Background: an optimization exercise with open tools, aiming at small area. Do not read the settings as production practice. In this exercise RTL edits were held to simulation tests only and were not proved equivalent to the original. No activity file was given, so power comes from the tool's default toggle rates. No driver is modelled on the clock port, so clocking that relies on it looks cheaper here than on a real chip.

==> inputs of trial 1 <==
// cameraFilterTop
module cameraFilterTop (
  input  logic                 D5M_PIXLCLK,
  input  logic                 rstN,
  input  sensorPkg::rawPixel   sensorData,
  input  logic                 frameValid,
  input  logic                 lineValid,
  input  logic                 captureStart,
  input  logic                 captureEnd,
  input  logic [2:0]           mode,
  output filterPkg::grayPixel  viewPixel,
  output logic                 viewValid,
  output sensorPkg::frameCount frameTotal,
  output logic                 capturing
);
==> module frameCapture, before the edit <==
module frameCapture (
  input  logic                 D5M_PIXLCLK,
  input  logic                 rstN,
  input  logic                 frameValid,
  input  logic                 lineValid,
  input  logic                 captureStart,
  input  logic                 captureEnd,
  output logic                 sampleValid,
  output logic                 colOdd,
  output logic                 quadDone,
  output logic                 gaussWin,
  output logic                 edgeWin,
  output sensorPkg::frameCount frameTotal,
  output logic                 capturing
);
  logic       fvalReg;
  logic       lvalReg;
  logic       startReg;
  logic       endReg;
  logic       fvalPrev;
  logic       lvalPrev;
  logic       startPending;
  logic       endPending;
  logic       rowOdd;
  logic [2:0] colHalf;
  logic [2:0] rowHalf;
  logic       frameRise;
  logic       frameFall;
  logic       lineFall;
  sensorPkg::frameCount frameNext;
  always_comb
  begin
    logic c;
    c = frameFall && capturing;
    for (int i = 0; i < 32; i++)
    begin
      frameNext[i] = frameTotal[i] ^ c;
      c = frameTotal[i] & c;
    end
  end
  assign frameRise   = fvalReg && !fvalPrev;
  assign frameFall   = !fvalReg && fvalPrev;
  assign lineFall    = !lvalReg && lvalPrev;
  assign sampleValid = fvalReg && lvalReg;
  assign quadDone = capturing && sampleValid && rowOdd && colOdd;
  assign gaussWin = quadDone && (colHalf[2] || colHalf[1]) && (rowHalf[2] || rowHalf[1]);
  assign edgeWin  = quadDone && colHalf[2] && rowHalf[2];
  always_ff @(posedge D5M_PIXLCLK or negedge rstN)
  begin
    if (!rstN)
    begin
      fvalReg      <= 1'b0;
      lvalReg      <= 1'b0;
      startReg     <= 1'b0;
      endReg       <= 1'b0;
      fvalPrev     <= 1'b0;
      lvalPrev     <= 1'b0;
      startPending <= 1'b0;
      endPending   <= 1'b0;
      capturing    <= 1'b0;
      frameTotal   <= '0;
    end
    else
    begin
      fvalReg  <= frameValid;
      lvalReg  <= lineValid;
      startReg <= captureStart;
      endReg   <= captureEnd;
      fvalPrev <= fvalReg;
      lvalPrev <= lvalReg;
      startPending <= startReg || (startPending && !frameRise);
      endPending   <= endReg || (endPending && !frameFall);
      if (frameRise && startPending)
        capturing <= 1'b1;
      else if (frameFall && endPending)
        capturing <= 1'b0;
      frameTotal <= frameNext;
    end
  end
  always_ff @(posedge D5M_PIXLCLK)
  begin
    if (!fvalReg)
    begin
      colOdd  <= 1'b0;
      colHalf <= '0;
      rowOdd  <= 1'b0;
      rowHalf <= '0;
    end
    else if (sampleValid)
    begin
      colOdd <= !colOdd;
      if (colOdd && !colHalf[2])
        colHalf <= colHalf + 1'b1;
    end
    else if (lineFall)
    begin
      colOdd  <= 1'b0;
      colHalf <= '0;
      rowOdd  <= !rowOdd;
      if (rowOdd && !rowHalf[2])
        rowHalf <= rowHalf + 1'b1;
    end
  end
endmodule
export LEC_CHECK = 0
export CAP_MARGIN = 20
export CORE_MARGIN = 2
export CORE_UTILIZATION = 40
export CTS_CLUSTER_DIAMETER = 90
export CTS_CLUSTER_SIZE = 30
export SLEW_MARGIN = 20
export SYNTH_HIERARCHICAL = 1
export SYNTH_MINIMUM_KEEP_SIZE = 0
create_clock -name core_clock -period 10.0 [get_ports {D5M_PIXLCLK}]
standard.sh (not shown) runs the stock make flow with config.mk's settings and CLKGATE_MAP_FILE= SYNTH_SCRIPT=/design/flow/synth_recipe.tcl, a recipe that flattens the netlist after the stock synthesis.
==> flow/flow/run.sh <==
#!/bin/bash
# The standard layout (standard.sh, unchanged synthesis and steps), with two
# arguments of its own: ports are buffered with the smallest buffer, and the
# clock tree is built from larger sink clusters without dummy balancing loads.
# The whole make output goes to layout.log in the work folder; ORFS keeps each
# step's log under orfs/logs/.
set -euo pipefail
cd "$(dirname "$0")/.."
export BUFFER_PORTS_ARGS="-buffer_cell sky130_fd_sc_hd__buf_1"
export CTS_ARGS="-sink_clustering_enable -repair_clock_nets -sink_clustering_size 32 -sink_clustering_max_diameter 100 -dont_use_dummy_load"
status=0
bash standard.sh > layout.log 2>&1 || status=$?
tail -n 20 layout.log
exit $status
==> build 95: changes against trial 1 <==
--- a/flow/design.v
+++ b/flow/design.v
@@ -84,2 +84,6 @@
       frameTotal   <= '0;
+      colOdd       <= 1'b0;
+      rowOdd       <= 1'b0;
+      colHalf      <= '0;
+      rowHalf      <= '0;
     end
@@ -100,26 +104,23 @@
       frameTotal <= frameNext;
-    end
-  end
-  always_ff @(posedge D5M_PIXLCLK)
-  begin
-    if (!fvalReg)
-    begin
-      colOdd  <= 1'b0;
-      colHalf <= '0;
-      rowOdd  <= 1'b0;
-      rowHalf <= '0;
-    end
-    else if (sampleValid)
-    begin
-      colOdd <= !colOdd;
-      if (colOdd && !colHalf[2])
-        colHalf <= colHalf + 1'b1;
-    end
-    else if (lineFall)
-    begin
-      colOdd  <= 1'b0;
-      colHalf <= '0;
-      rowOdd  <= !rowOdd;
-      if (rowOdd && !rowHalf[2])
-        rowHalf <= rowHalf + 1'b1;
+      if (!fvalReg)
+      begin
+        colOdd  <= 1'b0;
+        colHalf <= '0;
+        rowOdd  <= 1'b0;
+        rowHalf <= '0;
+      end
+      else if (sampleValid)
+      begin
+        colOdd <= !colOdd;
+        if (colOdd && !colHalf[2])
+          colHalf <= colHalf + 1'b1;
+      end
+      else if (lineFall)
+      begin
+        colOdd  <= 1'b0;
+        colHalf <= '0;
+        rowOdd  <= !rowOdd;
+        if (rowOdd && !rowHalf[2])
+          rowHalf <= rowHalf + 1'b1;
+      end
     end
==> flow/run.sh (new file) <==
#!/bin/bash
# synth_recipe.tcl (not shown) runs the flow's synth.tcl, then flattens the netlist and writes it again
# the make line also repeats each setting of config.mk as NAME=value (left out here)
make -C /OpenROAD-flow-scripts/flow DESIGN_CONFIG=/design/flow/config.mk WORK_HOME=/design/flow/orfs CLKGATE_MAP_FILE= SYNTH_SCRIPT=/design/flow/synth_recipe.tcl finish
removed: flow/flow/run.sh
removed: flow/standard.sh
==> run notes <==
Sequential power is about the same in build 95 and trial 1.
In trial 1 the synthesized cell count is higher than in build 95, by about 0.2%.
Between build 95 and trial 1, the lower combinational power is in trial 1 (gap 13%, measured against trial 1).
Synthesized area is about the same in build 95 and trial 1.
Setup slack: trial 1 is worse than build 95 (0.069 ns).
Register-to-register slack: build 95 is better than trial 1 (0.07 ns).

what the ideal ports hide:
No port has a modelled driver above. Below, the same layouts with a new extraction and two added sets of constraints. Step 1 assumes that a clkbuf_16 drives the clock port and a buf_2 every other input. Step 2, shift: input delay + t, output delay - t, t = (earliest + latest rising clock arrival at the registers) / 2. This alone moves slack from input paths to output paths. Slacks: ideal ports / drivers / drivers and shift; pairs: ideal ports / drivers.
run | t (ns) | setup WS [ns] | hold slack, ns | worst setup path after step 2 | slew at the worst register clock pin (ns)
trial 1 | 0.759 | 0.640 / 0.640 / 0.640 | 0.361 / 0.361 / 0.361 | register to register | 0.12 / 0.12
build 95 | 0.780 | 0.709 / 0.709 / 0.709 | 0.360 / 0.360 / 0.360 | register to register | 0.11 / 0.11
After both steps setup and hold are still met in every run listed.
